Source: an optimization exercise on an open RTL-to-GDS flow (aim: small area and few clock cycles per item). Production flows keep margins and buffers that such runs may drop. Function was checked by simulation only, so behaviour that the tests miss may differ from the original.

job 9746:
// stereo_voice_volume_pan_law
module stereo_voice_volume_pan_law (
  input  logic        clk_i,
  input  logic        rst_ni,
  input  logic        in_valid_i,
  output logic        in_ready_o,
  input  logic [6:0]  in_voice_level_i,
  input  logic [6:0]  in_cmd_volume_i,
  input  logic [6:0]  in_cmd_pan_i,
  input  logic [6:0]  in_tone_volume_i,
  input  logic [6:0]  in_tone_pan_i,
  input  logic [6:0]  in_program_volume_i,
  output logic        out_valid_o,
  input  logic        out_ready_i,
  output logic [13:0] out_left_level_o,
  output logic [13:0] out_right_level_o,
  input  logic        cfg_we_i,
  input  logic [1:0]  cfg_idx_i,
  input  logic [6:0]  cfg_data_i
);
Size in the first run: about 5400 cells after synthesis, ~86 I/O pins, roughly 60000 µm² of cells after synthesis.
Settings: LEC_CHECK=0, CAP_MARGIN=20, CORE_MARGIN=2, CORE_UTILIZATION=55, CTS_BUF_LIST=sky130_fd_sc_hd__clkbuf_8, CTS_CLUSTER_DIAMETER=70, CTS_CLUSTER_SIZE=15, PLACE_DENSITY=0.8, SLEW_MARGIN=20, SYNTH_HIERARCHICAL=1, SYNTH_MINIMUM_KEEP_SIZE=0; clock period 7.0 ns.
standard.sh (not shown) runs the stock make flow with config.mk's settings and CLKGATE_MAP_FILE= SYNTH_SCRIPT=/design/flow/synth_recipe.tcl, a recipe that flattens the netlist after the stock synthesis.
==> flow/flow/run.sh <==
#!/bin/bash
# The standard layout (standard.sh, all steps) with two settings of its own:
#  - each port gets a sky130_fd_sc_hd__buf_1 as its buffer (the standard flow
#    picks a larger delay buffer);
#  - clock tree synthesis uses clkbuf_8 leaf clusters of at most 15 sinks and
#    inserts no dummy loads.
# standard.sh's full output goes to standard.log in this folder.
set -euo pipefail
export BUFFER_PORTS_ARGS="-buffer_cell sky130_fd_sc_hd__buf_1"
export CTS_ARGS="-sink_clustering_enable -repair_clock_nets -dont_use_dummy_load -buf_list sky130_fd_sc_hd__clkbuf_8 -sink_clustering_size 15 -sink_clustering_max_diameter 70"
bash standard.sh finish > standard.log 2>&1
Testbench counts of job 9746, summed over its fixed seeds: cycles 9,672, items 9,600.
What job 892 does differently from job 9746 at the input level:
--- a/flow/design.v
+++ b/flow/design.v
@@ -435,28 +435,28 @@
   svv_fa u_t413 (.a(t370), .b(t371), .c(t325), .s(t413), .co(t414));
   svv_fa u_t415 (.a(t372), .b(t373), .c(t329), .s(t415), .co(t416));
   svv_fa u_t417 (.a(t374), .b(t375), .c(t333), .s(t417), .co(t418));
   svv_fa u_t419 (.a(t376), .b(t377), .c(t337), .s(t419), .co(t420));
   svv_fa u_t421 (.a(t378), .b(t379), .c(t341), .s(t421), .co(t422));
   svv_fa u_t423 (.a(t380), .b(t381), .c(t162), .s(t423), .co(t424));
   svv_fa u_t425 (.a(t382), .b(t383), .c(t165), .s(t425), .co(t426));
   svv_fa u_t427 (.a(t384), .b(t166), .c(t167), .s(t427), .co(t428));
   assign t429 = t4 | t5;
-  svv_maj u_t430 (.a(t385), .b(t8), .c(t429), .y(t430));
-  svv_maj u_t431 (.a(t386), .b(t387), .c(t430), .y(t431));
-  svv_maj u_t432 (.a(t388), .b(t389), .c(t431), .y(t432));
-  svv_maj u_t433 (.a(t390), .b(t391), .c(t432), .y(t433));
-  svv_maj u_t434 (.a(t392), .b(t393), .c(t433), .y(t434));
-  svv_maj u_t435 (.a(t394), .b(t395), .c(t434), .y(t435));
-  svv_maj u_t436 (.a(t396), .b(t397), .c(t435), .y(t436));
-  svv_maj u_t437 (.a(t398), .b(t399), .c(t436), .y(t437));
-  svv_maj u_t438 (.a(t400), .b(t401), .c(t437), .y(t438));
-  svv_maj u_t439 (.a(t402), .b(t403), .c(t438), .y(t439));
+  assign t430 = (t385 & t8) | (t385 & t429) | (t8 & t429);
+  assign t431 = (t386 & t387) | (t386 & t430) | (t387 & t430);
+  assign t432 = (t388 & t389) | (t388 & t431) | (t389 & t431);
+  assign t433 = (t390 & t391) | (t390 & t432) | (t391 & t432);
+  assign t434 = (t392 & t393) | (t392 & t433) | (t393 & t433);
+  assign t435 = (t394 & t395) | (t394 & t434) | (t395 & t434);
+  assign t436 = (t396 & t397) | (t396 & t435) | (t397 & t435);
+  assign t437 = (t398 & t399) | (t398 & t436) | (t399 & t436);
+  assign t438 = (t400 & t401) | (t400 & t437) | (t401 & t437);
+  assign t439 = (t402 & t403) | (t402 & t438) | (t403 & t438);
   wire [13:0] ra = {1'b1, t428, t426, t424, t422, t420, t418, t416, t414, t412, t410, t408, t406, t404};
   wire [13:0] rb = {1'b1, t168, t427, t425, t423, t421, t419, t417, t415, t413, t411, t409, t407, t405};
   wire [13:0] sh = ~(ra + rb + {13'd0, t439});
   assign y = {sh[13], sh[12], sh[11], sh[10], sh[9], sh[8], sh[7], sh[6], sh[5], sh[4], sh[3], sh[2], sh[1], sh[0]};
 endmodule
 module svv_mul_vc (input logic [6:0] a, input logic [5:0] b, output logic [12:0] y);
   logic t1, t2, t3, t4, t5, t6, t7, t8, t9, t10, t11, t12, t13, t14, t15, t16;
   logic t17, t18, t19, t20, t21, t22, t23, t24, t25, t26, t27, t28, t29, t30, t31, t32;
   logic t33, t34, t35, t36, t37, t38, t39, t40, t41, t42, t43, t44, t45, t46, t47, t48;
@@ -716,26 +716,26 @@
   svv_fa u_t188 (.a(t153), .b(t154), .c(t128), .s(t188), .co(t189));
   svv_fa u_t190 (.a(t155), .b(t156), .c(t71), .s(t190), .co(t191));
   svv_fa u_t192 (.a(t157), .b(t158), .c(t76), .s(t192), .co(t193));
   svv_fa u_t194 (.a(t159), .b(t160), .c(t79), .s(t194), .co(t195));
   svv_fa u_t196 (.a(t161), .b(t162), .c(t83), .s(t196), .co(t197));
   svv_fa u_t198 (.a(t163), .b(t84), .c(t85), .s(t198), .co(t199));
   svv_fa u_t200 (.a(t86), .b(t87), .c(t88), .s(t200), .co(t201));
   assign t202 = t2 | t3;
   assign t203 = t4 | t202;
-  svv_maj u_t204 (.a(t164), .b(t7), .c(t203), .y(t204));
-  svv_maj u_t205 (.a(t165), .b(t166), .c(t204), .y(t205));
-  svv_maj u_t206 (.a(t167), .b(t168), .c(t205), .y(t206));
-  svv_maj u_t207 (.a(t169), .b(t170), .c(t206), .y(t207));
-  svv_maj u_t208 (.a(t171), .b(t172), .c(t207), .y(t208));
-  svv_maj u_t209 (.a(t173), .b(t174), .c(t208), .y(t209));
-  svv_maj u_t210 (.a(t175), .b(t176), .c(t209), .y(t210));
-  svv_maj u_t211 (.a(t177), .b(t178), .c(t210), .y(t211));
+  assign t204 = (t164 & t7) | (t164 & t203) | (t7 & t203);
+  assign t205 = (t165 & t166) | (t165 & t204) | (t166 & t204);
+  assign t206 = (t167 & t168) | (t167 & t205) | (t168 & t205);
+  assign t207 = (t169 & t170) | (t169 & t206) | (t170 & t206);
+  assign t208 = (t171 & t172) | (t171 & t207) | (t172 & t207);
+  assign t209 = (t173 & t174) | (t173 & t208) | (t174 & t208);
+  assign t210 = (t175 & t176) | (t175 & t209) | (t176 & t209);
+  assign t211 = (t177 & t178) | (t177 & t210) | (t178 & t210);
   svv_fa u_t212 (.a(t179), .b(t180), .c(t211), .s(t212), .co(t213));
   svv_fa u_t214 (.a(t181), .b(t182), .c(t213), .s(t214), .co(t215));
   wire [11:0] ra = {1'b1, t90, t201, t199, t197, t195, t193, t191, t189, t187, t185, t183};
   wire [11:0] rb = {1'b1, t91, t89, t200, t198, t196, t194, t192, t190, t188, t186, t184};
   wire [11:0] sh = ~(ra + rb + {11'd0, t215});
   assign y = {sh[11], sh[10], sh[9], sh[8], sh[7], sh[6], sh[5], sh[4], sh[3], sh[2], sh[1], sh[0], ~t214, ~t212};
 endmodule
 module svv_fa (input logic a, input logic b, input logic c, output logic s, output logic co);
   assign s  = a ^ b ^ c;
## What came out
- Summary of job 892 over job 9746: total wirelength of the detailed-routed design shrank by about 1.3%; sequential share of layout area flat.
- Of job 892 and job 9746, only job 9746 finishes the flow clean.
- Register-to-register slack: job 892 worse than job 9746
- Per the comparison of job 892 with job 9746, portion of the layout cell area used by clock cells has remained practically unchanged; global-route wire length before repair has decreased; via count of the first global-routing pass has remained practically unchanged.
- Detail-routed net length per standard cell ends up higher on job 9746.
- Compared to job 9746, job 892 has instance area after placement 0.30% lower.
- Depth of the most critical reg-to-reg path ends up lower on job 9746.
- Looking at endpoint of the worst setup timing path, the r_q4[6] result is from job 9746; the r_q4[12] one comes from job 892.
Testbench counts of job 892, summed over its fixed seeds: cycles 9,672, items 9,600.

==> port drivers added, routing unchanged <==
The flow's constraints put no driver on any port. The routed layouts listed below were extracted and timed again, unchanged, in two steps. Step 1, drivers: a clkbuf_16 drives clk_i and a buf_2 each remaining input, both assumed. Step 2 times the ports against the registers' clock, not the clock port: input delays grow and output delays shrink by t, the midpoint of the rising clock arrivals with the driver on. Slacks: ideal ports / drivers / drivers and shift; pairs: ideal ports / drivers.
run | t (ns) | setup WS [ns] | worst hold slack (ns) | worst setup path after step 2 | slew at the worst register clock pin (ns)
job 9746 | 0.717 | 0.170 / 0.170 / -0.023 | 0.413 / 0.413 / 0.413 | input to register | 0.09 / 0.09
job 892 | 0.739 | -0.038 / -0.038 / -0.038 | 0.385 / 0.385 / 0.385 | register to register | 0.10 / 0.10
Met with ideal ports but missed after step 2: setup timing in job 9746. The setup slack of job 9746, which loses most, moves by 0.000 ns with the drivers and by -0.193 ns with both steps.
